Source: an optimization exercise on an open RTL-to-GDS flow (aim: small area). Production flows keep margins and buffers that such runs may drop.
At most, simulation tests tie the RTL to the original design; equivalence was not proved.
For runs 1 and 3, only the layout was checked, not whether the RTL still works.
Power is estimated from default activity; no workload was simulated. The flow treats the clock pin as an ideal source, which a real chip does not have.

## flow/flow/run.sh

```bash
#!/bin/bash
# Standard ORFS layout with three changes: the tie cell is not split per load,
# ports are buffered with buf_1, and CTS inserts no dummy loads.
set -euo pipefail
bash standard.sh \
  SKIP_REPAIR_TIE_FANOUT=1 \
  "BUFFER_PORTS_ARGS=-buffer_cell sky130_fd_sc_hd__buf_1" \
  "CTS_ARGS=-sink_clustering_enable -repair_clock_nets -dont_use_dummy_load -buf_list {sky130_fd_sc_hd__clkbuf_8 sky130_fd_sc_hd__clkbuf_16} -sink_clustering_size 34 -sink_clustering_max_diameter 130" \
  finish > standard.log 2>&1
```

## flow/standard.sh

```bash
#!/bin/bash
# synth_recipe.tcl (not shown) runs the flow's synth.tcl, then flattens the netlist and writes it again
# the make line also repeats each setting of config.mk as NAME=value (left out here)
make -C /OpenROAD-flow-scripts/flow DESIGN_CONFIG=/design/flow/config.mk WORK_HOME=/design/flow/orfs CLKGATE_MAP_FILE= SYNTH_SCRIPT=/design/flow/synth_recipe.tcl "${@:-finish}"
```

## flow/config.mk

```make
export PLATFORM = sky130hd
export DESIGN_NAME = register_console_top
export DESIGN_NICKNAME = register_console_top
export VERILOG_FILES = /design/flow/design.v
export SDC_FILE = /design/flow/constraint.sdc
export NUM_CORES = 4
export LEC_CHECK = 0
export ABC_AREA = 0
export CAP_MARGIN = 20
export CORE_MARGIN = 2
export CORE_UTILIZATION = 60
export SLEW_MARGIN = 20
export SYNTH_HIERARCHICAL = 1
export SYNTH_MINIMUM_KEEP_SIZE = 0
```

## flow/constraint.sdc

```tcl
create_clock -name core_clock -period 6.0 [get_ports {clk}]
set_input_delay 1.2000 -clock core_clock [delete_from_list [all_inputs] [get_ports {clk}]]
set_output_delay 1.2000 -clock core_clock [all_outputs]
set_load 0.01 [all_outputs]
```

## flow/design.v

```verilog
package regcon_pkg;
        typedef enum logic [2:0] {
                write    = 3'd0,
                read     = 3'd1,
                read_two = 3'd2,
                compare  = 3'd5,
                xor_op   = 3'd6,
                shift    = 3'd7
        } opcode_e;
        typedef logic [5-1:0] reg_addr_t;
        typedef logic [16-1:0] reg_word_t;
        typedef struct packed {
                logic                        pad;
                logic [4-1:0] amount;
        } shift_view_t;
        typedef union packed {
                reg_addr_t   addr;
                shift_view_t shift_view;
        } operand_u;
        typedef struct packed {
                opcode_e   opcode;
                reg_addr_t src_a;
                operand_u  src_b;
                reg_addr_t dest;
                reg_word_t data;
        } console_cmd_t;
        typedef struct packed {
                logic      valid;
                reg_word_t line1_word;
                reg_word_t line2_word;
        } display_req_t;
        typedef struct packed {
                logic      en;
                reg_addr_t addr;
                reg_word_t data;
        } reg_wr_t;
endpackage
`timescale 1ns/1ps
module register_console_top (
        input  logic                        clk,
        input  logic                        reset,
        input  logic                        rot,
        input  logic [4-1:0] bits,
        output logic [128-1:0]   line1,
        output logic [128-1:0]   line2
);
        logic       rot_prev;
        logic       busy;
        logic [2:0] fc;           
        logic [2:0] op;
        logic       cv, upd;      
        logic [4:0] A;            
        logic [15:0] T;           
        logic step, fstep, start, last;
        logic op_w, op_r, op_r2, op_c, op_x, op_s, writes;
        assign step  = rot & ~rot_prev;
        assign fstep = step & busy;
        assign start = step & ~busy & (bits[2:0] != 3'd3) & (bits[2:0] != 3'd4);
        assign op_w  = (op == 3'd0);
        assign op_r  = (op == 3'd1);
        assign op_r2 = (op == 3'd2);
        assign op_c  = (op == 3'd5);
        assign op_x  = (op == 3'd6);
        assign op_s  = (op == 3'd7);
        assign writes = ~(op_r | op_r2);
        always_comb begin
                case (op)
                        3'd1:    last = (fc == 3'd1);
                        3'd2:    last = (fc == 3'd3);
                        3'd7:    last = (fc == 3'd4);
                        default: last = (fc == 3'd5);
                endcase
        end
        always_ff @(posedge clk) begin
                if (reset) begin
                        rot_prev <= 1'b0;
                        busy     <= 1'b0;
                        cv       <= 1'b0;
                        upd      <= 1'b0;
                end else begin
                        rot_prev <= rot;
                        cv       <= fstep & last;
                        upd      <= cv;
                        if (start)
                                busy <= 1'b1;
                        else if (fstep & last)
                                busy <= 1'b0;
                end
        end
        logic a_lo, a_hi;
        always_comb begin
                if (op_w) begin
                        a_lo = (fc == 3'd0);
                        a_hi = (fc == 3'd1);
                end else if (op_s) begin
                        a_lo = (fc == 3'd0) | (fc == 3'd3);
                        a_hi = (fc == 3'd1) | (fc == 3'd4);
                end else begin
                        a_lo = ~fc[0];
                        a_hi = fc[0];
                end
        end
        always_ff @(posedge clk) begin
                if (start) begin
                        op <= bits[2:0];
                        fc <= 3'd0;
                end else if (fstep) begin
                        fc <= fc + 3'd1;
                end
                if (fstep & a_lo) A[3:0] <= bits;
                if (fstep & a_hi) A[4]   <= bits[0];
        end
        logic [31:0][15:0] ring;
        logic [4:0]  ptr;
        logic        cleared;     
        logic        clr;
        logic        pv;          
        logic [4:0]  pp;          
        logic [15:0] pd;          
        logic [4:0]  q;           
        logic        rok;         
        logic        q_ok;
        logic        hit;
        logic [15:0] rd;          
        logic        wr_now;
                logic [3:0]  wp;
        assign q    = A + ptr;
        assign rok  = ~q[0];
        assign clr  = ~cleared;
        assign q_ok = cleared | ({2'b00, q[2:0]} < ptr);
        assign hit  = pv & (q == pp);
        logic [17:0]       rsel;
        logic [17:0][15:0] rsrc;
        logic [5:0][15:0]  rd_n;
        logic              sel_t;
        assign sel_t      = upd & (writes | (op_r & ~rok));
        assign rsel[15:0] = {16{~sel_t & rok & q_ok & ~hit}} & (16'd1 << q[4:1]);
        assign rsel[16]   = ~sel_t & ((rok & hit) | (upd & op_r2 & ~rok));
        assign rsel[17]   = sel_t;
        for (genvar k = 0; k < 16; k++) begin : g_src
                assign rsrc[k] = ring[2*k];
        end
        assign rsrc[16] = pd;
        assign rsrc[17] = T;
        for (genvar g = 0; g < 6; g++) begin : g_rd
                for (genvar b = 0; b < 16; b++) begin : g_bit
                        rc_aoi222 u_aoi (
                                .a1 (rsrc[3*g][b]),   .a2 (rsel[3*g]),
                                .b1 (rsrc[3*g+1][b]), .b2 (rsel[3*g+1]),
                                .c1 (rsrc[3*g+2][b]), .c2 (rsel[3*g+2]),
                                .y  (rd_n[g][b])
                        );
                end
        end
        always_comb begin
                rd = 16'd0;
                for (int g = 0; g < 6; g++) rd = rd | ~rd_n[g];
        end
        for (genvar p = 0; p < 4; p++) begin : g_wp
                assign wp[p] = clr | (pv & (pp == 5'(8*p + 31)));
        end
        assign wr_now = upd & writes;
        always_ff @(posedge clk) begin
                for (int i = 1; i < 32; i++) ring[i] <= ring[i-1];
                ring[0]  <= wp[0] ? pd : ring[31];
                ring[8]  <= wp[1] ? pd : ring[7];
                ring[16] <= wp[2] ? pd : ring[15];
                ring[24] <= wp[3] ? pd : ring[23];
        end
        always_ff @(posedge clk) begin
                if (reset) begin
                        ptr     <= 5'd0;
                        cleared <= 1'b0;
                        pv      <= 1'b0;
                        pd      <= 16'd0;
                end else begin
                        ptr <= ptr + 5'd1;
                        if (ptr == 5'd7) cleared <= 1'b1;
                        if (wr_now) begin
                                pv <= 1'b1;
                                pd <= rd;
                        end else begin
                                if (wp != 4'd0) pv <= 1'b0;
                                if (cv & op_r2) pd <= rd;
                        end
                end
                pp <= (wr_now ? q : pp) + 5'd1;
        end
        logic [3:0]  amt;
        logic [3:0]  a_cur;
        logic        xd;          
        logic        tload, wdat, xop;
        assign tload = (fc == 3'd2) & rok & ~(fstep & op_w);
        assign wdat  = fstep & op_w & (fc >= 3'd2);
        assign xop   = (fc == 3'd4) & rok & (op_c | op_x) & ~xd;
        assign a_cur = (fstep & op_s & (fc == 3'd2)) ? bits : amt;
        always_ff @(posedge clk) begin
                if (start)
                        xd <= 1'b0;
                else if (xop)
                        xd <= 1'b1;
        end
        always_ff @(posedge clk) begin
                if (reset)
                        amt <= 4'd0;
                else if (tload)
                        amt <= a_cur;
                else if (a_cur[3:2] != 2'd0)
                        amt <= {a_cur[3:2] - 2'd1, a_cur[1:0]};
                else
                        amt <= {3'd0, a_cur[1] & a_cur[0]};
        end
        always_ff @(posedge clk) begin
                T <= T_next;
        end
        logic s_ld, s_x, s_c, s_4, s_2, s_1, s_h;
        logic [15:0] T_next;
        assign s_ld = tload;
        assign s_x  = xop;
        assign s_c  = cv & op_c;
        assign s_4  = wdat | (~tload & (a_cur[3:2] != 2'd0));
        assign s_2  = ~tload & (a_cur[3:2] == 2'd0) & a_cur[1];
        assign s_1  = ~tload & (a_cur[3:1] == 3'd0) & a_cur[0];
        assign s_h  = ~(s_ld | s_x | s_c | s_4 | s_2 | s_1);
        assign T_next = ({16{s_ld | s_x}} & (rd ^ (T & {16{s_x}})))
                      | ({16{s_4}} & {bits & {4{wdat}}, T[15:4]})
                      | ({16{s_2}} & {2'd0, T[15:2]})
                      | ({16{s_1}} & {1'b0, T[15:1]})
                      | ({16{s_c}} & {15'd0, (T == 16'd0)})
                      | ({16{s_h}} & T);
        logic [15:0] L1, L2;
        logic        LN;
        always_ff @(posedge clk) begin
                if (reset) begin
                        L1 <= 16'd0;
                        L2 <= 16'd0;
                        LN <= 1'b0;
                end else if (upd) begin
                        L1 <= op_r2 ? T : {11'd0, A};
                        L2 <= rd;
                        LN <= 1'b1;
                end
        end
        always_comb begin
                for (int i = 0; i < 16; i++) begin
                        line1[i*8 +: 8] = {2'b00, LN, LN, 3'b000, L1[i]};
                        line2[i*8 +: 8] = {2'b00, LN, LN, 3'b000, L2[i]};
                end
        end
endmodule
module rc_aoi222 (
        input  logic a1, a2, b1, b2, c1, c2,
        output logic y
);
        assign y = ~((a1 & a2) | (b1 & b2) | (c1 & c2));
endmodule
```

==> results of run 1 <==
## worst reg2reg max path, delay by kind of cell, from the launching register on
kind	cells	cell delay [ps]
buf+inv	3	550
fa+ha+maj	3	1060
xor+xnor	1	130
simple gates	7	1740
flops	1	430
compound gates	5	1110
## area by class of cell
cell class | instances | area [sq um]
fillers | 2538 | 12460
multi-input cells | 614 | 4817
clock buffers | 21 | 525.5
inverters | 15 | 56.30
well taps | 402 | 503.0
flip-flops and latches | 609 | 12270
repair buffers | 141 | 680.7
## Yosys stat by module, one instance, submodules excluded
module | cell area [sq um] | cells inside | copies in the design | flops+latches
rc_aoi222 | 10.01 | 1 | 96 | 0
register_console_top | 17990 | 1415 | 1 | 609
## power groups by stage
stage	combinational, mW	clock (mW)	sequential [mW]
after floorplan	0.486	0	4.29
after global placement	0.386	0	4.48
after detailed placement	0.393	0	4.48
after CTS	0.395	1.79	4.38
after global routing	0.437	1.92	4.40
final	0.397	1.76	4.39
## metrics by stage
step	setup slack, ps	hold WS (ps)	util	std cells	instance area [sq um]
3_5_place_dp	968.3	312.1	0.5854	1781	18330
5_1_grt	512.4	335.8	0.6022	1802	18860
6_report	890.8	323.3	0.6022	1802	18860
2_1_floorplan	1213	309.6	-	1511	18950
3_3_place_gp	1053	309.7	0.5851	1780	18320
4_1_cts	949.8	322.1	0.6022	1802	18860
## final timing paths
check,from,depth (start not counted),slack [ps],endpoint
setup / recovery,ptr[0],19,890,T[1]
setup reg to reg,ptr[0],19,890,T[1]
hold reg to reg,ring[276],0,320,ring[292]
hold / removal,ring[276],0,320,ring[292]
## registers in the layout, indices dropped and copies added, names as in the netlist, 3 cells and up
register and flops:
ptr 5, pd 16, L1 16, pp 5
fc 3, A 5, op 3, L2 16
amt 4, ring 512, T 16
## kinds of logic (layout without fill, tap and decap cells)
logic type / Yosys count / in the layout / share of synthesized area
fa+ha+maj: 15 / 15 / 0.01030
mux: 77 / 77 / 0.04497
other cells: 1 / 1 / 0.0001979
flops: 609 / 609 / 0.6476
simple gates: 262 / 262 / 0.07026
compound gates: 224 / 224 / 0.1042
xor+xnor: 35 / 35 / 0.01697
buf+inv: 288 / 177 / 0.1055
## cell usage in the layout (no fill, tap or decap), types with 15 or more instances in the layout
| cell | count |
|---|---|
| a221o_1 | 17 |
| nand2_1 | 57 |
| nor2_1 | 87 |
| a222oi_1 | 96 |
| clkbuf_16 | 21 |
| nand3_1 | 20 |
| mux2_2 | 65 |
| xnor2_1 | 27 |
| inv_1 | 15 |
| nand4_1 | 21 |
| buf_4 | 38 |
| nor4_2 | 16 |
| dfxtp_1 | 600 |
| nand2b_1 | 18 |
| a21oi_1 | 23 |
| a211oi_1 | 40 |
| buf_1 | 101 |
## metal layers
layer,vias up,share of wire,track usage
li1,4935,-,-
met1,5107,0.46,0.3643
met2,341,0.46,0.4058
met3,63,0.058,0.02788
met4,0,0.027,0.06829
met5,-,0,0
==> results.json, run 1 <==
{
  "outcome": "finished clean",
  "wl_per_cell_microns": 23.49,
  "clock_sinks": 609,
  "start_util": 0.6052,
  "setup_violations": 0,
  "clockBufferDepth": 3,
  "min_period_ps": 5109,
  "cts_root_buf": "clkbuf_16",
  "p_total_mw": 6.545,
  "cp_cell_sequence": "ha_1 -> inv_1 -> fa_1 -> inv_1 -> ha_1 -> nor2b_1 -> o21ai_0 -> nand2b_1 -> a311oi_4 -> nand2_2 -> nor4_2 -> buf_4 -> a222oi_1 -> nand2_1 -> nor2_1 -> xnor2_1 -> a221o_1 -> a221oi_1 -> nand2_1",
  "cts-resized-gates": 0,
  "vias_per_cell": 5.797,
  "synth_top_area_frac": 0.6350,
  "drt_wl_total_microns": 42320,
  "vias": 10450,
  "synth_edf_count": 8,
  "slew_headroom": 0.2234,
  "port-buffer-count": 102,
  "ys_warn_count": 7,
  "ys_seq_area_frac": 0.6476,
  "syn_area_sq_um": 18950,
  "antenna_cells": 0,
  "gr-total-overflow": 0,
  "maxCapViolCount": 0,
  "htreeDepth": 1,
  "crit_family": "simple AND/OR/NAND/NOR gates",
  "core_area_sq_um": 31310,
  "end_kind": "flip-flop",
  "cpMaxStageDelayCell": "nor4_2",
  "ir_worst_vdd_uv": 254.9,
  "async_flop_share": 0,
  "ant_nets": 0,
  "synthCells": 1511,
  "worstPathMaxFanout": 9,
  "cts.reportedPaths.clkPinSlew_ps": 120,
  "hold_viol_final": 0,
  "finalSetupTns_ps": 0,
  "grt_max_degree": 161,
  "seqPwrFrac": 0.671,
  "grt_pass1_wl_microns": 62710,
  "cts_hold_buf": 0,
  "crit_buf_inv": 3,
  "netlist_top_cells_area": "dfxtp_1 (63%), buf_4 (9.0%), a222oi_1 (5.1%), mux2_2 (3.9%), nor2_1 (1.7%)",
  "drc": 0,
  "rsz0062_at_grt": "false",
  "switchingPower_mw": 1.607,
  "powerDensity_nw_per_um2": 347.1,
  "path_class": "reg2reg",
  "p_int_mw": 4.938,
  "drv_slew": 0,
  "ios": 263,
  "cts_tree": "yes",
  "synth-seq-cells": 609,
  "grt_usage": 0.2523,
  "die_y_microns": 181.7,
  "slowest_delay_ps": 1010,
  "min_path_type": "reg2reg",
  "synth.distinct_cells": 68,
  "max_freq_mhz": 195.7,
  "grt_antenna_before_repair": 0,
  "clkLatencyLatePin_ps": 570,
  "area_delta_synth_final_pct": -0.4886,
  "first_global_vias": 9924,
  "critPathRequiredTime_ps": 6440,
  "skew_ps": 28.57,
  "finalCritPeriodShare": 0.8515,
  "cp.arrival_ps": 5550,
  "gp_congestion": 0.8305,
  "synth_top_area_cell": "dfxtp_1",
  "start_kind": "flip-flop",
  "rows": 65,
  "layout-drive-gt1-share": 0.1214,
  "avgSynthCellArea_sq_um": 12.54,
  "syn_nets": 1533,
  "fp.dieArea_sq_um": 33020,
  "switching_share": 0.2456,
  "p_leak_nw": 7.025,
  "yosys_most_used_dff": "dfxtp_1",
  "yosys-top-cells-count": "dfxtp_1 (601), buf_4 (227), a222oi_1 (96)",
  "drtPass1Iterations": 6,
  "yosysMostFrequentCell": "dfxtp_1",
  "comb_power_share": 0.061,
  "cts_inserted_buffers": 21,
  "dr.first_iter.drc_count": 1165,
  "cts_setup_buffers": 0,
  "pwr-share-clk": 0.269,
  "nets": 1424,
  "die_w_microns": 181.7,
  "hpwl_microns": 26710,
  "worst-slew-pin-transition_ps": 1165
}
==> inputs of run 2 (changes only) <==
--- a/flow/design.v
+++ b/flow/design.v
@@ -206,9 +206,13 @@
                 else if (tload)
                         amt <= a_cur;
                 else if (a_cur[3:2] != 2'd0)
-                        amt <= {a_cur[3:2] - 2'd1, a_cur[1:0]};
+                        amt <= a_cur - 4'd4;
+                else if (a_cur[1])
+                        amt <= a_cur - 4'd2;
+                else if (a_cur[0])
+                        amt <= a_cur - 4'd1;
                 else
-                        amt <= {3'd0, a_cur[1] & a_cur[0]};
+                        amt <= a_cur;
         end
         always_ff @(posedge clk) begin
                 T <= T_next;
==> flow/flow/run.sh (replaced) <==
#!/bin/bash
# Standard ORFS layout with three changes: the tie cell is not split per load,
# ports are buffered with buf_1, and CTS inserts no dummy loads.
set -euo pipefail
bash standard.sh \
  SKIP_REPAIR_TIE_FANOUT=1 \
  "BUFFER_PORTS_ARGS=-buffer_cell sky130_fd_sc_hd__buf_1" \
  "CTS_ARGS=-sink_clustering_enable -repair_clock_nets -dont_use_dummy_load -buf_list {sky130_fd_sc_hd__clkbuf_8 sky130_fd_sc_hd__clkbuf_16} -sink_clustering_size 30 -sink_clustering_max_diameter 120" \
  finish > standard.log 2>&1
--- a/flow/config.mk
+++ b/flow/config.mk
@@ -9,6 +9,9 @@
 export CAP_MARGIN = 20
 export CORE_MARGIN = 2
 export CORE_UTILIZATION = 60
+export CTS_BUF_LIST = sky130_fd_sc_hd__clkbuf_8 sky130_fd_sc_hd__clkbuf_16
+export CTS_CLUSTER_DIAMETER = 120
+export CTS_CLUSTER_SIZE = 30
 export SLEW_MARGIN = 20
 export SYNTH_HIERARCHICAL = 1
 export SYNTH_MINIMUM_KEEP_SIZE = 0
==> results.json, run 2 <==
{
  "grt_max_degree": 161,
  "p_int_mw": 5.017,
  "mostFrequentLayoutCells": "dfxtp_1 (600), buf_1 (101), a222oi_1 (96)",
  "ant_nets": 0,
  "gr-total-overflow": 0,
  "start_util": 0.6051,
  "setup_violations": 0,
  "mostFrequentLayoutCell": "dfxtp_1",
  "cts_hold_buf": 0,
  "ios": 263,
  "nets": 1425,
  "worst-slew-pin-transition_ps": 1115,
  "wl_per_cell_microns": 23.37,
  "met1_usage": 0.3600,
  "cp-startpoint": "A[0]",
  "ys_seq_area_frac": 0.6460,
  "rsz0062_at_grt": "false",
  "vias_per_cell": 5.825,
  "maxCapViolCount": 0,
  "outcome": "finished clean",
  "cts_tree": "yes",
  "yosysMostFrequentCell": "dfxtp_1",
  "vias": 10510,
  "layout-drive-gt1-share": 0.1213,
  "drt_wl_total_microns": 42150,
  "powerDensity_nw_per_um2": 349.1,
  "hp-start": "ring[60]",
  "dp_cells": 1780,
  "path_class": "reg2reg",
  "fillers": 2578,
  "switching_share": 0.2401,
  "cp.arrival_ps": 5480,
  "largest_reg_flops": 512,
  "synth_top_area_cell": "dfxtp_1",
  "busiest_layer": "met2",
  "pwr-share-clk": 0.281,
  "grt_pass1_wl_microns": 63070,
  "hold_slack_ps": 262.4,
  "rr_startpoint": "A[0]",
  "syn_nets": 1537,
  "core_area_sq_um": 31390,
  "drv_slew": 0,
  "met3_usage": 0.02627,
  "cts_root_buf": "clkbuf_16",
  "synth.distinct_cells": 76,
  "clkLatencyLatePin_ps": 580,
  "cts-resized-gates": 0,
  "drc": 0,
  "cts.reportedPaths.clkPinSlew_ps": 110,
  "end_kind": "flip-flop",
  "async_flop_share": 0,
  "cts_setup_buffers": 0,
  "port-buffer-count": 102,
  "multi_input_area_sq_um": 4831,
  "use_met2": 0.4086,
  "clock_sinks": 609,
  "drtPass1Iterations": 7,
  "dr.first_iter.drc_count": 1233,
  "finalNonFillerCells": 1804,
  "slew_headroom": 0.2567,
  "ys_warn_count": 7,
  "fp.dieArea_sq_um": 33100,
  "critPathRequiredTime_ps": 6440,
  "comb_power_share": 0.058,
  "yosys-top-cells-count": "dfxtp_1 (601), buf_4 (227), a222oi_1 (96)",
  "synth-seq-cells": 609,
  "p_leak_nw": 7.054,
  "finalCritPeriodShare": 0.8394,
  "grt_usage": 0.2513,
  "cts_inserted_buffers": 24,
  "synthCells": 1516,
  "area_delta_synth_final_pct": -0.4346,
  "finalSetupTns_ps": 0,
  "seqPwrFrac": 0.660,
  "first_global_vias": 10030,
  "skew_ps": 91.76,
  "synth_top_area_frac": 0.6333,
  "rows": 65,
  "clockBufferDepth": 3,
  "die_y_microns": 181.9,
  "switchingPower_mw": 1.585,
  "synth_edf_count": 8,
  "grt_antenna_before_repair": 0,
  "yosys_most_used_dff": "dfxtp_1",
  "antenna_cells": 0,
  "gp_congestion": 0.8354,
  "hpwl_microns": 26890,
  "ir_worst_vdd_uv": 240.3,
  "netlist_top_cells_area": "dfxtp_1 (63%), buf_4 (9.0%), a222oi_1 (5.1%), mux2_2 (3.8%), a211oi_1 (1.5%)",
  "min_path_type": "reg2reg",
  "start_kind": "flip-flop",
  "regMostFlops": "ring",
  "seqCellArea_sq_um": 12270,
  "hold_viol_final": 0,
  "min_period_ps": 5036,
  "die_w_microns": 181.9,
  "avgSynthCellArea_sq_um": 12.53,
  "htreeDepth": 1,
  "syn_area_sq_um": 19000,
  "max_freq_mhz": 198.6,
  "worstPathMaxFanout": 9
}
## run 2: changes by cell type after synthesis, moves of 9 or more
cell / before / now
o2111ai_2: 0 / 10
a22oi_1: 0 / 11
nor2_1: 87 / 71
inv_1: 15 / 26
o21ai_0: 11 / 40
xnor2_1: 27 / 11
nor4_1: 19 / 2
buf_2: 16 / 7
clkbuf_1: 18 / 29
nand2_1: 57 / 32
nor3_1: 6 / 24
a221o_1: 17 / 1
## run 2: per-layer routing
| metal | part of all wire | wire (microns) |
|---|---|---|
| met1 | 0.46 | 19410 |
| met5 | 0 | 0 |
| met3 | 0.065 | 2733 |
| met4 | 0.026 | 1090 |
| met2 | 0.45 | 18920 |
## run 2: critical path, cell delays in order (launching register included)
cell and delay, ps:
edfxtp_1 410, ha_1 260, fa_1 420, xor2_1 540, ha_1 350, o21a_1 100, o211ai_1 300, or4b_1 590
nor3_2 710, buf_4 350, a222oi_1 110, nand4_1 110, nor2_1 90, a32oi_1 190, o21ai_0 120, a211o_1 270
## run 2: modules after synthesis, one instance, submodules excluded
module,flops+latches,cells inside,copies in the design
rc_aoi222,0,1,96
register_console_top,609,1420,1
## run 2: power by group through the flow
stage | sequential, mW | clock [mW] | combinational [mW]
floorplan | 4.31 | 0 | 0.424
global placement | 4.44 | 0 | 0.374
detailed placement | 4.45 | 0 | 0.382
CTS | 4.35 | 1.90 | 0.384
global route | 4.37 | 2.03 | 0.426
finish | 4.36 | 1.86 | 0.385
## run 2: worst paths after layout
| kind | to | slack (ps) | cells after the start |
|---|---|---|---|
| worst max-delay path | T[13] | 960 | 15 |
| worst min-delay path | ring[76] | 260 | 0 |
| worst max register to register | T[13] | 960 | 15 |
| worst min register to register | ring[76] | 260 | 0 |
## run 2: cell families (layout without fill, tap and decap cells)
logic type,after synthesis,after routing,share of synthesized area
AO/OA/AOI/OAI,263,263,0.1160
XOR/XNOR,20,20,0.009945
adder cells (fa/ha/maj),15,15,0.01014
buffers and inverters,296,182,0.1058
flip-flops,609,609,0.6460
multiplexers,74,74,0.04321
other,1,1,0.0001974
AND/OR/NAND/NOR,238,238,0.06876
## run 2: through the flow
stage,cell area [sq um],power [mW],util,worst slack [ps]
2_1_floorplan,19000,4.732,-,1411
3_3_place_gp,18310,4.817,0.5832,1193
3_5_place_dp,18310,4.828,0.5834,1081
4_1_cts,18910,6.632,0.6025,1069
5_1_grt,18910,6.822,0.6025,793.8
6_report,18910,6.602,0.6025,963.7
## run 2: cell type report
| class | count | area share |
|---|---|---|
| Inverter | 26 | 0.005160 |
| Tap cell | 402 | 0.02659 |
| Timing Repair Buffer | 132 | 0.03222 |
| Sequential cell | 609 | 0.6489 |
| Clock buffer | 24 | 0.03175 |
| Multi-Input combinational cell | 611 | 0.2554 |
==> inputs of run 3 (changes only) <==
--- a/flow/design.v
+++ b/flow/design.v
@@ -205,28 +205,28 @@
                         amt <= 4'd0;
                 else if (tload)
                         amt <= a_cur;
-                else if (a_cur[3:2] != 2'd0)
-                        amt <= a_cur - 4'd4;
-                else if (a_cur[1])
-                        amt <= a_cur - 4'd2;
-                else if (a_cur[0])
-                        amt <= a_cur - 4'd1;
+                else if (a_cur[3])
+                        amt <= {1'b0, a_cur[2:0]};
+                else if (a_cur[2])
+                        amt <= {2'b00, a_cur[1:0]};
                 else
-                        amt <= a_cur;
+                        amt <= {3'b000, a_cur[1] & a_cur[0]};
         end
         always_ff @(posedge clk) begin
                 T <= T_next;
         end
-        logic s_ld, s_x, s_c, s_4, s_2, s_1, s_h;
+        logic s_ld, s_x, s_c, s_8, s_4, s_2, s_1, s_h;
         logic [15:0] T_next;
         assign s_ld = tload;
         assign s_x  = xop;
         assign s_c  = cv & op_c;
-        assign s_4  = wdat | (~tload & (a_cur[3:2] != 2'd0));
+        assign s_8  = ~tload & a_cur[3];
+        assign s_4  = wdat | (~tload & (a_cur[3:2] == 2'b01));
         assign s_2  = ~tload & (a_cur[3:2] == 2'd0) & a_cur[1];
         assign s_1  = ~tload & (a_cur[3:1] == 3'd0) & a_cur[0];
-        assign s_h  = ~(s_ld | s_x | s_c | s_4 | s_2 | s_1);
+        assign s_h  = ~(s_ld | s_x | s_c | s_8 | s_4 | s_2 | s_1);
         assign T_next = ({16{s_ld | s_x}} & (rd ^ (T & {16{s_x}})))
+                      | ({16{s_8}} & {8'd0, T[15:8]})
                       | ({16{s_4}} & {bits & {4{wdat}}, T[15:4]})
                       | ({16{s_2}} & {2'd0, T[15:2]})
                       | ({16{s_1}} & {1'b0, T[15:1]})
--- a/flow/config.mk
+++ b/flow/config.mk
@@ -9,9 +9,6 @@
 export CAP_MARGIN = 20
 export CORE_MARGIN = 2
 export CORE_UTILIZATION = 60
-export CTS_BUF_LIST = sky130_fd_sc_hd__clkbuf_8 sky130_fd_sc_hd__clkbuf_16
-export CTS_CLUSTER_DIAMETER = 120
-export CTS_CLUSTER_SIZE = 30
 export SLEW_MARGIN = 20
 export SYNTH_HIERARCHICAL = 1
 export SYNTH_MINIMUM_KEEP_SIZE = 0
==> results.json, run 3 <==
{
  "powerDensity_nw_per_um2": 355.6,
  "p_leak_nw": 7.023,
  "r2r_setup_slack_ps": 1210,
  "clock_sinks": 609,
  "synthCells": 1515,
  "drt_wl_total_microns": 43060,
  "cp.arrival_ps": 5250,
  "fp.dieArea_sq_um": 32880,
  "hpwl_microns": 26260,
  "synth-seq-cells": 609,
  "mostFrequentLayoutCells": "dfxtp_1 (600), nor2_1 (110), buf_1 (101)",
  "start_util": 0.6135,
  "antenna_cells": 0,
  "hold_viol_final": 0,
  "max_freq_mhz": 208.6,
  "cp_cell_sequence": "ha_1 -> fa_1 -> xnor2_1 -> inv_1 -> ha_1 -> o21ai_0 -> nand2b_1 -> a31oi_1 -> nand3_1 -> nor2_1 -> buf_4 -> a222oi_1 -> nand4_1 -> nor2_1 -> xor2_1 -> o22ai_1 -> a221o_1 -> a221o_2",
  "reg2reg_depth": 18,
  "dr.first_iter.drc_count": 1366,
  "layout-drive-gt1-share": 0.1024,
  "cpMaxStageDelayCell": "xnor2_1",
  "finalSetupTns_ps": 0,
  "gr-total-overflow": 0,
  "min_period_ps": 4795,
  "clockBufferDepth": 3,
  "cts_setup_buffers": 0,
  "skew_ps": 50.43,
  "end_kind": "flip-flop",
  "regMostFlops": "ring",
  "cts_root_buf": "clkbuf_16",
  "ys_seq_area_frac": 0.6505,
  "avgSynthCellArea_sq_um": 12.45,
  "synth_edf_count": 8,
  "dp_slack_ps": 1261,
  "htreeDepth": 1,
  "cts-resized-gates": 0,
  "clkLatencyLatePin_ps": 570,
  "drtPass1Iterations": 7,
  "area_delta_synth_final_pct": -0.9154,
  "first_global_vias": 9777,
  "maxCapViolCount": 0,
  "slowest_delay_ps": 500,
  "cts_inserted_buffers": 24,
  "ios": 263,
  "wl_per_cell_microns": 24.03,
  "worstPathMaxFanout": 16,
  "synth.distinct_cells": 63,
  "yosys-top-cells-count": "dfxtp_1 (601), buf_4 (228), nor2_1 (110)",
  "cts_tree": "yes",
  "rsz0062_at_grt": "false",
  "path_depth": 18,
  "start_kind": "flip-flop",
  "vias_per_cell": 5.925,
  "slew_headroom": 0.2374,
  "timing.rr.end": "T[11]",
  "die_w_microns": 181.3,
  "vias": 10620,
  "ir_worst_vdd_uv": 337.4,
  "rows": 64,
  "ant_nets": 0,
  "cts_hold_buf": 0,
  "path_class": "reg2reg",
  "drc": 0,
  "yosys_most_used_dff": "dfxtp_1",
  "gp_congestion": 0.8407,
  "synth_top_area_cell": "dfxtp_1",
  "grt_pass1_wl_microns": 63280,
  "syn_nets": 1536,
  "hp-start": "ring[32]",
  "whs_path_depth": 0,
  "critPathRequiredTime_ps": 6450,
  "nets": 1419,
  "finalCritPeriodShare": 0.7991,
  "setup_violations": 0,
  "yosysMostFrequentCell": "dfxtp_1",
  "grt_antenna_before_repair": 0,
  "syn_area_sq_um": 18870,
  "core_area_sq_um": 30750,
  "async_flop_share": 0,
  "worstHoldEndpoint": "ring[48]",
  "grt_usage": 0.2563,
  "crit_family": "compound AO/OA/AOI/OAI gates",
  "outcome": "finished clean",
  "mostFrequentLayoutCell": "dfxtp_1",
  "drv_slew": 0,
  "port-buffer-count": 102,
  "ys_warn_count": 7,
  "crit_buf_inv": 2,
  "largest_reg_flops": 512,
  "cts.reportedPaths.clkPinSlew_ps": 110,
  "grt_max_degree": 161,
  "netlist_top_cells_area": "dfxtp_1 (64%), buf_4 (9.1%), a222oi_1 (5.1%), mux2_2 (4.1%), nor2_1 (2.2%)",
  "synth_top_area_frac": 0.6378,
  "setup_ws_ps": 1205,
  "rr_startpoint": "A[0]",
  "worst-slew-pin-transition_ps": 1140,
  "min_path_type": "reg2reg",
  "die_y_microns": 181.3
}
run 3: cell types whose count changed after synthesis, sizes merged, moves of 10 or more:
cell     before  now
a22oi        11    1
o21ai        43   11
nor2         71  110
o2111ai      12    1
inv          26   11
a221o         1   28
nand2        32   52
nor3         26    9
run 3: per-stage QoR:
step | utilization | cell area [sq um] | power (mW) | cells | hold WS, ps
global route | 0.6079 | 18690 | 6.876 | 1792 | 302.3
global placement | 0.5884 | 18090 | 4.870 | 1768 | 309.7
detailed placement | 0.5884 | 18090 | 4.873 | 1768 | 312.1
finish | 0.6079 | 18690 | 6.646 | 1792 | 301.8
floorplan | - | 18870 | 4.775 | 1515 | 309.6
CTS | 0.6079 | 18690 | 6.683 | 1792 | 303.5
run 3: worst register-to-register path, stage by stage (launching register included):
cell,delay [ps]
edfxtp_1,420
ha_1,250
fa_1,420
xnor2_1,500
inv_1,160
ha_1,300
o21ai_0,80
nand2b_1,80
a31oi_1,130
nand3_1,190
nor2_1,70
buf_4,240
a222oi_1,460
nand4_1,160
nor2_1,370
xor2_1,180
o22ai_1,90
a221o_1,290
a221o_2,290
run 3: worst max-delay path by stage:
stage / startpoint / endpoint / slack, ps
floorplan: A[0] / T[7] / 1570
global placement: A[0] / T[11] / 1360
detailed placement: A[0] / T[11] / 1260
CTS: A[0] / T[11] / 1230
global route: A[0] / T[5] / 800
finish: A[0] / T[11] / 1210
run 3: metal layers:
layer	global-route usage	vias to the layer above	routed length, microns
li1	-	4939	-
met1	0.3784	5149	19610
met2	0.3841	453	18560
met3	0.04858	77	3614
met4	0.07447	0	1279
met5	0	-	0
run 3: Yosys stat by module (local to each module, per instance):
module                flops+latches  area, sq um  copies in the design  cells inside
rc_aoi222                         0        10.01                    96             1
register_console_top            609        17900                     1          1419
run 3: cells by family after synthesis:
family	after synthesis	synth area share
other	1	0.0001988
AND/OR/NAND/NOR	260	0.06579
adder cells (fa/ha/maj)	15	0.01021
flip-flops	609	0.6505
buffers and inverters	287	0.1045
multiplexers	76	0.04483
XOR/XNOR	33	0.01678
AO/OA/AOI/OAI	234	0.1072
run 3: area by class of cell:
cell class                      count  area [sq um]
Tap cell                          396         495.5
Inverter                           11         41.29
Sequential cell                   609         12270
Multi-Input combinational cell    619          4666
Timing Repair Buffer              133         616.8
Fill cell                        2470         12060
Clock buffer                       24         600.6
run 3: power breakdown:
group / switching, mW / leakage (nW) / internal (mW)
clock network: 1.13 / 0.296 / 0.722
registers: 0.255 / 4.92 / 4.14
logic: 0.219 / 1.81 / 0.175
==> inputs of run 4 (changes only) <==
--- a/flow/design.v
+++ b/flow/design.v
@@ -160,12 +160,24 @@
                 assign wp[p] = clr | (pv & (pp == 5'(8*p + 31)));
         end
         assign wr_now = upd & writes;
+        logic [3:0][15:0] port_d;
+        for (genvar p = 0; p < 4; p++) begin : g_port
+                logic wp_n;
+                assign wp_n = ~wp[p];
+                for (genvar b = 0; b < 16; b++) begin : g_bit
+                        rc_ao22 u_ao (
+                                .a1 (pd[b]),                    .a2 (wp[p]),
+                                .b1 (ring[(8*p + 31) % 32][b]), .b2 (wp_n),
+                                .y  (port_d[p][b])
+                        );
+                end
+        end
         always_ff @(posedge clk) begin
                 for (int i = 1; i < 32; i++) ring[i] <= ring[i-1];
-                ring[0]  <= wp[0] ? pd : ring[31];
-                ring[8]  <= wp[1] ? pd : ring[7];
-                ring[16] <= wp[2] ? pd : ring[15];
-                ring[24] <= wp[3] ? pd : ring[23];
+                ring[0]  <= port_d[0];
+                ring[8]  <= port_d[1];
+                ring[16] <= port_d[2];
+                ring[24] <= port_d[3];
         end
         always_ff @(posedge clk) begin
                 if (reset) begin
@@ -258,3 +270,9 @@
 );
         assign y = ~((a1 & a2) | (b1 & b2) | (c1 & c2));
 endmodule
+module rc_ao22 (
+        input  logic a1, a2, b1, b2,
+        output logic y
+);
+        assign y = (a1 & a2) | (b1 & b2);
+endmodule
==> flow/flow/run.sh (replaced) <==
#!/bin/bash
# Standard ORFS layout with three changes: the tie cell is not split per load,
# ports are buffered with buf_1, and CTS inserts no dummy loads.
set -euo pipefail
GPL_KEEP_OVERFLOW=0 bash standard.sh \
  SKIP_REPAIR_TIE_FANOUT=1 \
  "BUFFER_PORTS_ARGS=-buffer_cell sky130_fd_sc_hd__buf_1" \
  "CTS_ARGS=-sink_clustering_enable -repair_clock_nets -dont_use_dummy_load -buf_list {sky130_fd_sc_hd__clkbuf_8 sky130_fd_sc_hd__clkbuf_16} -sink_clustering_size 30 -sink_clustering_max_diameter 120" \
  finish > standard.log 2>&1
==> results.json, run 4 <==
{
  "yosys_most_used_dff": "dfxtp_1",
  "syn_nets": 1545,
  "p_leak_nw": 6.910,
  "finalNonFillerCells": 1812,
  "core_area_sq_um": 30590,
  "dpl_cell_area_sq_um": 18230,
  "syn_area_sq_um": 18680,
  "skew_ps": 74.55,
  "finalCritPeriodShare": 0.8457,
  "layout-drive-gt1-share": 0.07203,
  "netlist_top_cells_area": "dfxtp_1 (64%), buf_4 (9.1%), a222oi_1 (5.3%), a22o_1 (3.0%), nor2_1 (1.7%)",
  "grt_usage": 0.2648,
  "synthCells": 1524,
  "max_freq_mhz": 197.1,
  "dp_cells": 1788,
  "largest_reg_flops": 512,
  "mostFrequentLayoutCell": "dfxtp_1",
  "gp_congestion": 0.8502,
  "cts_root_buf": "clkbuf_16",
  "drtPass1Iterations": 7,
  "cts-resized-gates": 0,
  "grt_antenna_before_repair": 0,
  "min_path_type": "reg2reg",
  "end_kind": "flip-flop",
  "cts_inserted_buffers": 24,
  "ir_worst_vdd_uv": 312.4,
  "fp.dieArea_sq_um": 32560,
  "setup_violations": 0,
  "rows": 64,
  "start_util": 0.6107,
  "powerDensity_nw_per_um2": 352.1,
  "avgSynthCellArea_sq_um": 12.26,
  "path_class": "reg2reg",
  "wl_per_cell_microns": 24.32,
  "clkLatencyLatePin_ps": 580,
  "clockBufferDepth": 3,
  "slew_headroom": 0.2003,
  "drv_slew": 0,
  "cts.reportedPaths.clkPinSlew_ps": 120,
  "grt_pass1_wl_microns": 66140,
  "cp.arrival_ps": 5470,
  "die_w_microns": 180.5,
  "synth_top_area_cell": "dfxtp_1",
  "ys_seq_area_frac": 0.6569,
  "cts_setup_buffers": 0,
  "fin_area_sq_um": 18830,
  "finalSetupTns_ps": 0,
  "start_kind": "flip-flop",
  "die_y_microns": 180.5,
  "hold_viol_final": 0,
  "yosysMostFrequentCell": "dfxtp_1",
  "port-buffer-count": 102,
  "synth_top_area_frac": 0.6441,
  "outcome": "finished clean",
  "ys_warn_count": 7,
  "vias_per_cell": 6.021,
  "mostFrequentLayoutCells": "dfxtp_1 (599), buf_1 (101), a222oi_1 (98)",
  "p_total_mw": 6.632,
  "rsz0062_at_grt": "false",
  "min_period_ps": 5074,
  "synth.distinct_cells": 61,
  "antenna_cells": 0,
  "ant_nets": 0,
  "synth-seq-cells": 609,
  "cts_hold_buf": 0,
  "synth_edf_count": 8,
  "critPathRequiredTime_ps": 6390,
  "hpwl_microns": 30060,
  "drc": 0,
  "maxCapViolCount": 0,
  "worstPathMaxFanout": 8,
  "area_delta_synth_final_pct": 0.8104,
  "async_flop_share": 0,
  "ios": 263,
  "vias": 10910,
  "htreeDepth": 1,
  "dr.first_iter.drc_count": 1272,
  "hold_slack_ps": 252.1,
  "grt_max_degree": 161,
  "gr-total-overflow": 0,
  "worst-slew-pin-transition_ps": 1197,
  "nets": 1439,
  "clock_sinks": 609,
  "regMostFlops": "ring",
  "first_global_vias": 10510,
  "cts_tree": "yes",
  "drt_wl_total_microns": 44070,
  "yosys-top-cells-count": "dfxtp_1 (601), buf_4 (226), a222oi_1 (98)"
}
run 4: cell count changes in the layout (fill, tap and decap cells not counted), sizes merged, moves of 7 or more:
cell / change
a21oi: +12
a221o: -26
a22o: +63
a22oi: +15
inv: +8
mux2: -64
mux2i: +7
nand3: +7
nor2: -23
nor3: +17
run 4: through the flow:
stage	setup WS [ps]	util
detailed placement	1049	0.5958
CTS	1001	0.6154
global route	601.2	0.6156
global placement	-1095	0.5779
finish	925.9	0.6156
floorplan	1466	-
run 4: routing by layer:
metal / share of wire / GRT usage / wire length, microns
met5: 0 / 0 / 0
met4: 0.043 / 0.1055 / 1899
met3: 0.082 / 0.03840 / 3604
met2: 0.42 / 0.3885 / 18470
met1: 0.46 / 0.3950 / 20100
run 4: report_power, final:
group	leakage (nW)	switching [mW]	internal [mW]	total, mW
Clock	0.296	1.14	0.722	1.86
Sequential	4.92	0.244	4.13	4.38
Combinational	1.69	0.228	0.165	0.393
Total	6.91	1.61	5.02	6.63
run 4: worst paths after layout:
kind | from | endpoint | slack (ps) | cells past startpoint
max | A[0] | T[14] | 930 | 17
min | ring[84] | ring[100] | 250 | 0
min reg2reg | ring[84] | ring[100] | 250 | 0
max reg2reg | A[0] | T[14] | 930 | 17
run 4: cell type report:
class                   count  area [sq um]
well taps                 396         495.5
repair buffers            137         795.8
flip-flops and latches    609         12280
multi-input cells         627          4592
inverters                  19         71.32
clock buffers              24         600.6
fillers                  2454         11760
run 4: worst max-delay path: stages (launching register included):
cell	delay (ps)
edfxtp_1	410
ha_1	250
fa_1	410
xnor2_1	490
inv_1	160
ha_1	300
o21ai_0	70
a2111oi_0	440
nor3_1	160
nand2_1	230
nor3_2	170
buf_4	270
a222oi_1	310
nand4_1	140
nor2_1	490
xor2_1	210
o221ai_1	110
a221o_1	280
run 4: modules after synthesis (local to each module, per instance):
module                cells  area [sq um]
rc_aoi222                 1         10.01
register_console_top   1364         17160
rc_ao22                   1         8.758
run 4: cell families after synthesis:
logic type / Yosys count / synth area share
flops: 609 / 0.6569
fa+ha+maj: 15 / 0.01032
xor+xnor: 29 / 0.01507
mux: 19 / 0.01045
buf+inv: 288 / 0.1046
simple gates: 257 / 0.06752
other cells: 1 / 0.0002007
compound gates: 306 / 0.1350
==> inputs of run 5 (changes only) <==
==> flow/flow/run.sh (replaced) <==
#!/bin/bash
# Standard ORFS layout with three changes: the tie cell is not split per load,
# ports are buffered with buf_1, and CTS inserts no dummy loads.
set -euo pipefail
bash standard.sh \
  SKIP_REPAIR_TIE_FANOUT=1 \
  RECOVER_POWER=100 \
  MATCH_CELL_FOOTPRINT=0 \
  "BUFFER_PORTS_ARGS=-buffer_cell sky130_fd_sc_hd__buf_1" \
  "CTS_ARGS=-sink_clustering_enable -repair_clock_nets -dont_use_dummy_load -buf_list {sky130_fd_sc_hd__clkbuf_8 sky130_fd_sc_hd__clkbuf_16} -sink_clustering_size 30 -sink_clustering_max_diameter 120" \
  finish > standard.log 2>&1
==> results.json, run 5 <==
{
  "dr.first_iter.drc_count": 1358,
  "synth_top_area_cell": "dfxtp_1",
  "core_area_sq_um": 30590,
  "ir_worst_vdd_uv": 268.2,
  "finalNonFillerCells": 1807,
  "wl_met2_microns": 18830,
  "syn_area_sq_um": 18680,
  "critPathRequiredTime_ps": 6470,
  "first_global_vias": 10260,
  "worst-slew-pin-transition_ps": 3558,
  "path_class": "reg2reg",
  "seqCellArea_sq_um": 12270,
  "die_y_microns": 180.5,
  "clockBufferDepth": 3,
  "multi_input_area_sq_um": 4542,
  "largest_reg_flops": 512,
  "end_kind": "flip-flop",
  "wl_met1_microns": 19690,
  "fillers": 2484,
  "yosys-top-cells-count": "dfxtp_1 (601), buf_4 (226), a222oi_1 (98)",
  "synthCells": 1524,
  "rows": 64,
  "cts.reportedPaths.clkPinSlew_ps": 110,
  "synth_top_area_frac": 0.6441,
  "drt_wl_total_microns": 43690,
  "grt_pass1_wl_microns": 65210,
  "maxCapViolCount": 4,
  "drv_slew": 95,
  "wl_met3_microns": 3940,
  "violations": "capacitance limit, slew limit",
  "min_period_ps": 5344,
  "vias_per_cell": 5.963,
  "cts_hold_buf": 0,
  "drc": 0,
  "synth_edf_count": 8,
  "rsz0062_at_grt": "false",
  "cts-resized-gates": 0,
  "outcome": "failed layout checks",
  "top_layer_used": "met4",
  "dp_cells": 1783,
  "setup_violations": 0,
  "finalSetupTns_ps": 0,
  "layout-drive-gt1-share": 0.05103,
  "worstPathMaxFanout": 9,
  "cts_setup_buffers": 0,
  "ant_nets": 0,
  "grt_max_degree": 161,
  "fp.dieArea_sq_um": 32560,
  "regMostFlops": "ring",
  "synth.distinct_cells": 61,
  "hpwl_microns": 27710,
  "ios": 263,
  "syn_nets": 1545,
  "cts_tree": "yes",
  "synth-seq-cells": 609,
  "cts_root_buf": "clkbuf_16",
  "async_flop_share": 0,
  "powerDensity_nw_per_um2": 355.4,
  "skew_ps": 72.58,
  "start_kind": "flip-flop",
  "area_delta_synth_final_pct": -0.6360,
  "cts_inserted_buffers": 24,
  "cp.arrival_ps": 5810,
  "hold_viol_final": 0,
  "gr-total-overflow": 0,
  "htreeDepth": 1,
  "wl_per_cell_microns": 24.18,
  "mostFrequentLayoutCell": "dfxtp_1",
  "whs_path_depth": 0,
  "finish.utilization": 0.6068,
  "nets": 1434,
  "netlist_top_cells_area": "dfxtp_1 (64%), buf_4 (9.1%), a222oi_1 (5.3%), a22o_1 (3.0%), nor2_1 (1.7%)",
  "avgSynthCellArea_sq_um": 12.26,
  "ys_warn_count": 7,
  "port-buffer-count": 102,
  "reg2reg_depth": 19,
  "yosys_most_used_dff": "dfxtp_1",
  "start_util": 0.6107,
  "finalCritPeriodShare": 0.8907,
  "slew_headroom": -1.372,
  "vias": 10780,
  "mostFrequentLayoutCells": "dfxtp_1 (600), a222oi_1 (98), buf_1 (97)",
  "gp_congestion": 0.8655,
  "ys_seq_area_frac": 0.6569,
  "max_freq_mhz": 187.1,
  "grt_usage": 0.2621,
  "p_leak_nw": 6.796,
  "yosysMostFrequentCell": "dfxtp_1",
  "grt_antenna_before_repair": 0,
  "drtPass1Iterations": 10,
  "antenna_cells": 0,
  "clkLatencyLatePin_ps": 570,
  "die_w_microns": 180.5,
  "min_path_type": "reg2reg",
  "clock_sinks": 609
}
==> run 5: cell counts after synthesis <==
Identical to the previous run, type by type.
==> run 5: layout make-up <==
class,instances,share of cell area
inverter,19,0.003842
sequential,609,0.6612
timing repair buffer,132,0.03121
clock buffer,24,0.03236
tap,396,0.02669
multi-input combinational,627,0.2447
==> run 5: critical path, cell delays in order (launching register included) <==
cell and delay [ps]:
edfxtp_1 400, ha_1 250, fa_1 410, xnor2_1 170, clkbuf_1 270, inv_1 130
ha_1 280, o21ai_0 70, a2111oi_0 120, nor3_1 340, nand2_1 300, nor3_1 1110
buf_4 390, a222oi_1 140, nand4_1 120, nor2_1 110, a32oi_1 220, o21ai_0 120
a221oi_1 240, nand2_1 70
==> run 5: Yosys stat by module (local to each module, per instance) <==
module | cells | area [sq um]
register_console_top | 1364 | 17160
rc_aoi222 | 1 | 10.01
rc_ao22 | 1 | 8.758
==> run 5: worst paths after layout <==
| kind | to | slack [ps] | start |
|---|---|---|---|
| worst max register to register | T[11] | 660 | A[0] |
| worst min register to register | ring[206] | 310 | ring[190] |
| worst min-delay path | ring[206] | 310 | ring[190] |
| worst max-delay path | T[11] | 660 | A[0] |
==> run 5: kinds of logic (layout without fill, tap and decap cells) <==
family                   Yosys count  count (layout)  synth area share
multiplexers                      19              19           0.01045
AND/OR/NAND/NOR                  257             257           0.06752
other                              1               1         0.0002007
flip-flops                       609             609            0.6569
XOR/XNOR                          29              29           0.01507
adder cells (fa/ha/maj)           15              15           0.01032
buffers and inverters            288             175            0.1046
AO/OA/AOI/OAI                    306             306            0.1350
==> run 5: per-stage QoR <==
step	total power, mW	hold slack (ps)	setup slack [ps]	instance area [sq um]
detailed placement	4.839	312.1	1076	18010
global placement	4.835	309.5	1159	18010
CTS	6.634	309.6	1065	18610
global route	6.838	303.7	352.3	18560
floorplan	4.737	309.6	1466	18680
finish	6.597	306.1	655.6	18560
==> run 5: per-layer routing <==
layer / global-route usage / up-vias
met5: 0 / -
met4: 0.07452 / 0
met3: 0.05315 / 74
met2: 0.3930 / 465
met1: 0.3856 / 5188
li1: - / 5048
==> run 5: report_power, final <==
group / internal [mW] / switching, mW / total (mW) / leakage (nW)
Sequential: 4.13 / 0.233 / 4.37 / 4.92
Combinational: 0.158 / 0.225 / 0.383 / 1.58
Clock: 0.722 / 1.13 / 1.85 / 0.296
Total: 5.01 / 1.58 / 6.60 / 6.80
==> inputs of run 6 (changes only) <==
--- a/flow/flow/run.sh
+++ b/flow/flow/run.sh
@@ -4,8 +4,6 @@
 set -euo pipefail
 bash standard.sh \
   SKIP_REPAIR_TIE_FANOUT=1 \
-  RECOVER_POWER=100 \
-  MATCH_CELL_FOOTPRINT=0 \
   "BUFFER_PORTS_ARGS=-buffer_cell sky130_fd_sc_hd__buf_1" \
   "CTS_ARGS=-sink_clustering_enable -repair_clock_nets -dont_use_dummy_load -buf_list {sky130_fd_sc_hd__clkbuf_8 sky130_fd_sc_hd__clkbuf_16} -sink_clustering_size 30 -sink_clustering_max_diameter 120" \
   finish > standard.log 2>&1
==> results.json, run 6 <==
{
  "powerDensity_nw_per_um2": 355.0,
  "end_kind": "flip-flop",
  "clkLatencyLatePin_ps": 580,
  "synthCells": 1524,
  "cts-resized-gates": 0,
  "gp_congestion": 0.8655,
  "clock_sinks": 609,
  "rows": 64,
  "fin_area_sq_um": 18610,
  "die_y_microns": 180.5,
  "fillers": 2480,
  "yosys-top-cells-count": "dfxtp_1 (601), buf_4 (226), a222oi_1 (98)",
  "drt_wl_total_microns": 43700,
  "ys_seq_area_frac": 0.6569,
  "p_leak_nw": 6.825,
  "rr_startpoint": "A[0]",
  "max_freq_mhz": 197.5,
  "layout-drive-gt1-share": 0.06095,
  "cts_setup_buffers": 0,
  "muxShareOfSynthArea": 0.01045,
  "dr.first_iter.drc_count": 1294,
  "vias": 10800,
  "synth_top_area_cell": "dfxtp_1",
  "rsz0062_at_grt": "false",
  "path_class": "reg2reg",
  "cts_inserted_buffers": 24,
  "r2r_setup_slack_ps": 940,
  "drc": 0,
  "ys_warn_count": 7,
  "ios": 263,
  "slew_headroom": 0.2111,
  "start_util": 0.6107,
  "hpwl_microns": 27710,
  "start_kind": "flip-flop",
  "async_flop_share": 0,
  "synth.distinct_cells": 61,
  "critPathRequiredTime_ps": 6450,
  "synth-seq-cells": 609,
  "fp.dieArea_sq_um": 32560,
  "whs_path_depth": 0,
  "yosys_most_used_dff": "dfxtp_1",
  "worstPathMaxFanout": 9,
  "synth_edf_count": 8,
  "htreeDepth": 1,
  "nets": 1434,
  "synth-xor-area-share": 0.01507,
  "synth_top_family_by_area": "compound AO/OA/AOI/OAI gates",
  "crit_path_end": "T[0]",
  "yosysMostFrequentCell": "dfxtp_1",
  "ant_nets": 0,
  "hold_viol_final": 0,
  "min_period_ps": 5064,
  "top_layer_used": "met4",
  "min_path_type": "reg2reg",
  "regMostFlops": "ring",
  "cts_hold_buf": 0,
  "vias_per_cell": 5.975,
  "area_delta_synth_final_pct": -0.3684,
  "grt_pass1_wl_microns": 65210,
  "clockBufferDepth": 3,
  "gr-total-overflow": 0,
  "wl_met3_microns": 3840,
  "synth-simple-area-share": 0.06752,
  "grt_max_degree": 161,
  "synth_adder_area_share": 0.01031,
  "drv_slew": 0,
  "reg2reg_depth": 17,
  "ir_worst_vdd_uv": 268.5,
  "finalCritPeriodShare": 0.8440,
  "cp.arrival_ps": 5510,
  "cts.reportedPaths.clkPinSlew_ps": 110,
  "syn_area_sq_um": 18680,
  "die_w_microns": 180.5,
  "largest_reg_flops": 512,
  "port-buffer-count": 102,
  "wl_met2_microns": 18870,
  "mostFrequentLayoutCell": "dfxtp_1",
  "grt_antenna_before_repair": 0,
  "core_area_sq_um": 30590,
  "wl_met1_microns": 19790,
  "timing.rr.end": "T[0]",
  "syn_nets": 1545,
  "cp-startpoint": "A[0]",
  "synth_compound_area_frac": 0.1350,
  "antenna_cells": 0,
  "cts_tree": "yes",
  "first_global_vias": 10260,
  "worst-slew-pin-transition_ps": 1179,
  "avgSynthCellArea_sq_um": 12.26,
  "mostFrequentLayoutCells": "dfxtp_1 (599), buf_1 (101), a222oi_1 (98)",
  "netlist_top_cells_area": "dfxtp_1 (64%), buf_4 (9.1%), a222oi_1 (5.3%), a22o_1 (3.0%), nor2_1 (1.7%)",
  "setup_violations": 0,
  "wl_per_cell_microns": 24.18,
  "outcome": "finished clean",
  "grt_usage": 0.2621,
  "synth_top_area_frac": 0.6441,
  "cts_root_buf": "clkbuf_16",
  "maxCapViolCount": 0,
  "drtPass1Iterations": 9,
  "skew_ps": 77.40,
  "dpl_cell_area_sq_um": 18010,
  "finalSetupTns_ps": 0
}
[run 6: layer usage]
| layer | GRT usage | vias up |
|---|---|---|
| met5 | 0 | - |
| met4 | 0.07452 | 0 |
| met3 | 0.05315 | 69 |
| met2 | 0.3930 | 454 |
| met1 | 0.3856 | 5227 |
| li1 | - | 5047 |
[run 6: Yosys stat by module (local to each module, per instance)]
module | copies in the design | cells inside | cell area (sq um) | flip-flops and latches
register_console_top | 1 | 1364 | 17160 | 609
rc_ao22 | 64 | 1 | 8.758 | 0
rc_aoi222 | 96 | 1 | 10.01 | 0
[run 6: area by class of cell]
cell class,count,area (sq um),share of cell area
Sequential cell,609,12270,0.6595
Multi-Input combinational cell,627,4561,0.2450
Timing Repair Buffer,132,609.3,0.03274
Clock buffer,24,600.6,0.03227
Tap cell,396,495.5,0.02662
Inverter,19,71.32,0.003832
[run 6: metrics by stage]
step	instances	utilization	setup slack, ps	hold WS [ps]	power [mW]
floorplan	1524	-	1466	309.6	4.737
global placement	1783	0.5888	1159	309.5	4.835
detailed placement	1783	0.5888	1076	312.1	4.839
CTS	1807	0.6084	1065	309.6	6.634
global route	1807	0.6084	682.2	303.7	6.843
finish	1807	0.6084	936.2	301.0	6.607
[run 6: kinds of logic after synthesis]
kind of cell | after synthesis
other | 1
buffers and inverters | 288
XOR/XNOR | 29
multiplexers | 19
AND/OR/NAND/NOR | 257
adder cells (fa/ha/maj) | 15
flip-flops | 609
AO/OA/AOI/OAI | 306
[run 6: power breakdown]
part,leakage [nW],switching (mW),internal [mW]
Sequential,4.92,0.234,4.13
Combinational,1.61,0.227,0.160
Clock,0.296,1.13,0.722
[run 6: critical path: stages, from the launching register on]
cell       delay, ps
edfxtp_1         410
ha_1             250
fa_1             640
ha_1             280
nor2b_1          130
o21ai_0          140
a2111oi_0        120
nor3_1           340
nand3_1          280
nor3_2           970
buf_4            360
a222oi_1         110
nand2_1          100
nor2_1           100
xnor2_1          140
a221o_1          320
a221oi_1         210
nand2_1           80
[run 6: worst min path at each step]
stage,slack (ps),start,to
after global placement,310,ring[410],ring[426]
after global routing,300,ring[190],ring[206]
after detailed placement,310,ring[180],ring[196]
final,300,ring[190],ring[206]
after CTS,310,ring[190],ring[206]
after floorplan,310,ring[84],ring[100]
==> inputs of run 7 (changes only) <==
--- a/flow/config.mk
+++ b/flow/config.mk
@@ -8,7 +8,8 @@
 export ABC_AREA = 0
 export CAP_MARGIN = 20
 export CORE_MARGIN = 2
-export CORE_UTILIZATION = 60
+export CORE_UTILIZATION = 70
+export PLACE_DENSITY = 0.75
 export SLEW_MARGIN = 20
 export SYNTH_HIERARCHICAL = 1
 export SYNTH_MINIMUM_KEEP_SIZE = 0
==> results.json, run 7 <==
{
  "mostFrequentLayoutCells": "dfxtp_1 (599), buf_1 (101), a222oi_1 (98)",
  "ys_warn_count": 7,
  "first_global_vias": 10390,
  "worstPathMaxFanout": 10,
  "syn_nets": 1545,
  "layout-drive-gt1-share": 0.05895,
  "synth.distinct_cells": 61,
  "grt_usage": 0.2902,
  "rsz0062_at_grt": "false",
  "ys_seq_area_frac": 0.6569,
  "async_flop_share": 0,
  "setup_violations": 0,
  "syn_area_sq_um": 18680,
  "synth-seq-cells": 609,
  "slew_headroom": 0.1925,
  "fin_area_sq_um": 18490,
  "ir_worst_vdd_uv": 302.6,
  "start_kind": "flip-flop",
  "critPathRequiredTime_ps": 6430,
  "fillers": 1873,
  "clock_sinks": 609,
  "cts.reportedPaths.clkPinSlew_ps": 110,
  "cp.arrival_ps": 5670,
  "outcome": "finished clean",
  "yosys_most_used_dff": "dfxtp_1",
  "worst-slew-pin-transition_ps": 1207,
  "path_class": "reg2reg",
  "cts_tree": "yes",
  "min_path_type": "reg2reg",
  "max_freq_mhz": 190.8,
  "maxCapViolCount": 0,
  "area_delta_synth_final_pct": -1.011,
  "antenna_cells": 0,
  "min_period_ps": 5240,
  "cts_setup_buffers": 0,
  "grt_pass1_wl_microns": 62510,
  "fp.dieArea_sq_um": 28010,
  "cts_root_buf": "clkbuf_16",
  "synthCells": 1524,
  "yosysMostFrequentCell": "dfxtp_1",
  "ant_nets": 0,
  "hold_slack_ps": 301.0,
  "die_y_microns": 167.4,
  "hold_viol_final": 0,
  "mostFrequentLayoutCell": "dfxtp_1",
  "grt_antenna_before_repair": 1,
  "clkLatencyLatePin_ps": 570,
  "netlist_top_cells_area": "dfxtp_1 (64%), buf_4 (9.1%), a222oi_1 (5.3%), a22o_1 (3.0%), nor2_1 (1.7%)",
  "die_w_microns": 167.4,
  "core_area_sq_um": 26130,
  "largest_reg_flops": 512,
  "synth_top_area_frac": 0.6441,
  "finalCritPeriodShare": 0.8733,
  "p_leak_nw": 6.811,
  "drv_slew": 0,
  "vias_per_cell": 6.371,
  "htreeDepth": 1,
  "drt_wl_total_microns": 42020,
  "gp_congestion": 0.9223,
  "vias": 11110,
  "cts_hold_buf": 0,
  "cts_inserted_buffers": 24,
  "ios": 263,
  "avgSynthCellArea_sq_um": 12.26,
  "regMostFlops": "ring",
  "cts-resized-gates": 0,
  "p_total_mw": 6.579,
  "skew_ps": 90.15,
  "yosys-top-cells-count": "dfxtp_1 (601), buf_4 (226), a222oi_1 (98)",
  "gr-total-overflow": 0,
  "synth_edf_count": 8,
  "clockBufferDepth": 3,
  "synth_top_area_cell": "dfxtp_1",
  "dpl_cell_area_sq_um": 17890,
  "nets": 1431,
  "drc": 0,
  "port-buffer-count": 102,
  "end_kind": "flip-flop",
  "finalSetupTns_ps": 0,
  "start_util": 0.7148,
  "rows": 59,
  "finish.utilization": 0.7076,
  "drtPass1Iterations": 19,
  "hpwl_microns": 26670,
  "grt_max_degree": 161,
  "dr.first_iter.drc_count": 1579,
  "powerDensity_nw_per_um2": 355.8,
  "wl_per_cell_microns": 24.11
}
## run 7: cell counts after synthesis
No cell type changed its count.
## run 7: metrics by stage
step | worst slack [ps] | std cells
2_1_floorplan | 1466 | 1524
3_3_place_gp | 1012 | 1719
3_5_place_dp | 918.4 | 1719
5_1_grt | 519.2 | 1743
6_report | 760.0 | 1743
4_1_cts | 938.2 | 1743
## run 7: Yosys stat by module (local to each module, per instance)
module	cells inside	copies in the design	area, sq um	flops+latches
rc_aoi222	1	96	10.01	0
rc_ao22	1	64	8.758	0
register_console_top	1364	1	17160	609
## run 7: final timing paths
path / start / end / slack (ps) / cells past startpoint
max reg2reg: ptr[0] / T[8] / 760 / 18
min reg2reg: ring[348] / ring[364] / 300 / 0
min: ring[348] / ring[364] / 300 / 0
max: ptr[0] / T[8] / 760 / 18
## run 7: cells by family after synthesis
| family | share of synthesized area |
|---|---|
| buf+inv | 0.1046 |
| mux | 0.01045 |
| other cells | 0.0002007 |
| simple gates | 0.06752 |
| xor+xnor | 0.01507 |
| fa+ha+maj | 0.01032 |
| flops | 0.6569 |
| compound gates | 0.1350 |
## run 7: routing by layer
metal / global-route usage / up-vias / share of wire
li1: - / 5040 / -
met1: 0.4114 / 5380 / 0.43
met2: 0.4568 / 574 / 0.44
met3: 0.04892 / 109 / 0.090
met4: 0.09868 / 2 / 0.038
met5: 0 / - / 0.00031
## run 7: final cells by class
cell class / instances / area, sq um / share of cell area
clock buffer: 24 / 600.6 / 0.03248
timing repair buffer: 129 / 586.8 / 0.03173
sequential: 609 / 12270 / 0.6638
tap: 335 / 419.2 / 0.02267
inverter: 19 / 71.32 / 0.003857
multi-input combinational: 627 / 4539 / 0.2455
## run 7: worst max-delay path, stage by stage, from the launching register on
cell and delay [ps]:
dfxtp_1 350, ha_1 230, fa_1 420, xnor2_1 470, inv_1 160, ha_1 300
o21ai_0 80, a2111oi_0 120, nor3_1 340, nand2_1 290, nor3_2 990, buf_4 320
a222oi_1 90, and4_1 200, nand3_1 140, xnor2_1 160, o221ai_1 150, a221oi_1 250
nand2_1 80
## run 7: power by group
group	internal (mW)	leakage (nW)	switching, mW	total (mW)
logic	0.159	1.59	0.224	0.383
clock network	0.722	0.296	1.11	1.84
registers	4.13	4.92	0.226	4.36

## what the ideal ports hide
In the flow no input, the clock included, has a driving cell. The finished layouts below were timed again as built, in two steps. Step 1, drivers: a clkbuf_16 drives clk and a buf_2 each remaining input, both assumed. Step 2 times the ports against the registers' clock, not the clock port: input delays grow and output delays shrink by t, the midpoint of the rising clock arrivals with the driver on. Three values: ideal ports, drivers, drivers and shift; two values: the first two.
run	shift t [ns]	setup WS [ns]	hold slack, ns	slew at the worst register clock pin (ns)	cell pins on the clock port's net
run 1	0.601	0.891 / 0.891 / 0.891	0.323 / 0.323 / 0.323	0.12 / 0.12	1
run 2	0.586	0.964 / 0.964 / 0.964	0.262 / 0.262 / 0.262	0.12 / 0.12	1
run 3	0.599	1.205 / 1.205 / 1.205	0.302 / 0.302 / 0.302	0.12 / 0.12	1
run 4	0.594	0.926 / 0.926 / 0.926	0.252 / 0.252 / 0.252	0.12 / 0.12	1
run 5	0.587	0.656 / 0.656 / 0.656	0.306 / 0.306 / 0.306	0.11 / 0.11	1
run 6	0.591	0.936 / 0.936 / 0.936	0.301 / 0.301 / 0.301	0.12 / 0.12	1
run 7	0.581	0.760 / 0.760 / 0.760	0.301 / 0.301 / 0.301	0.11 / 0.11	1
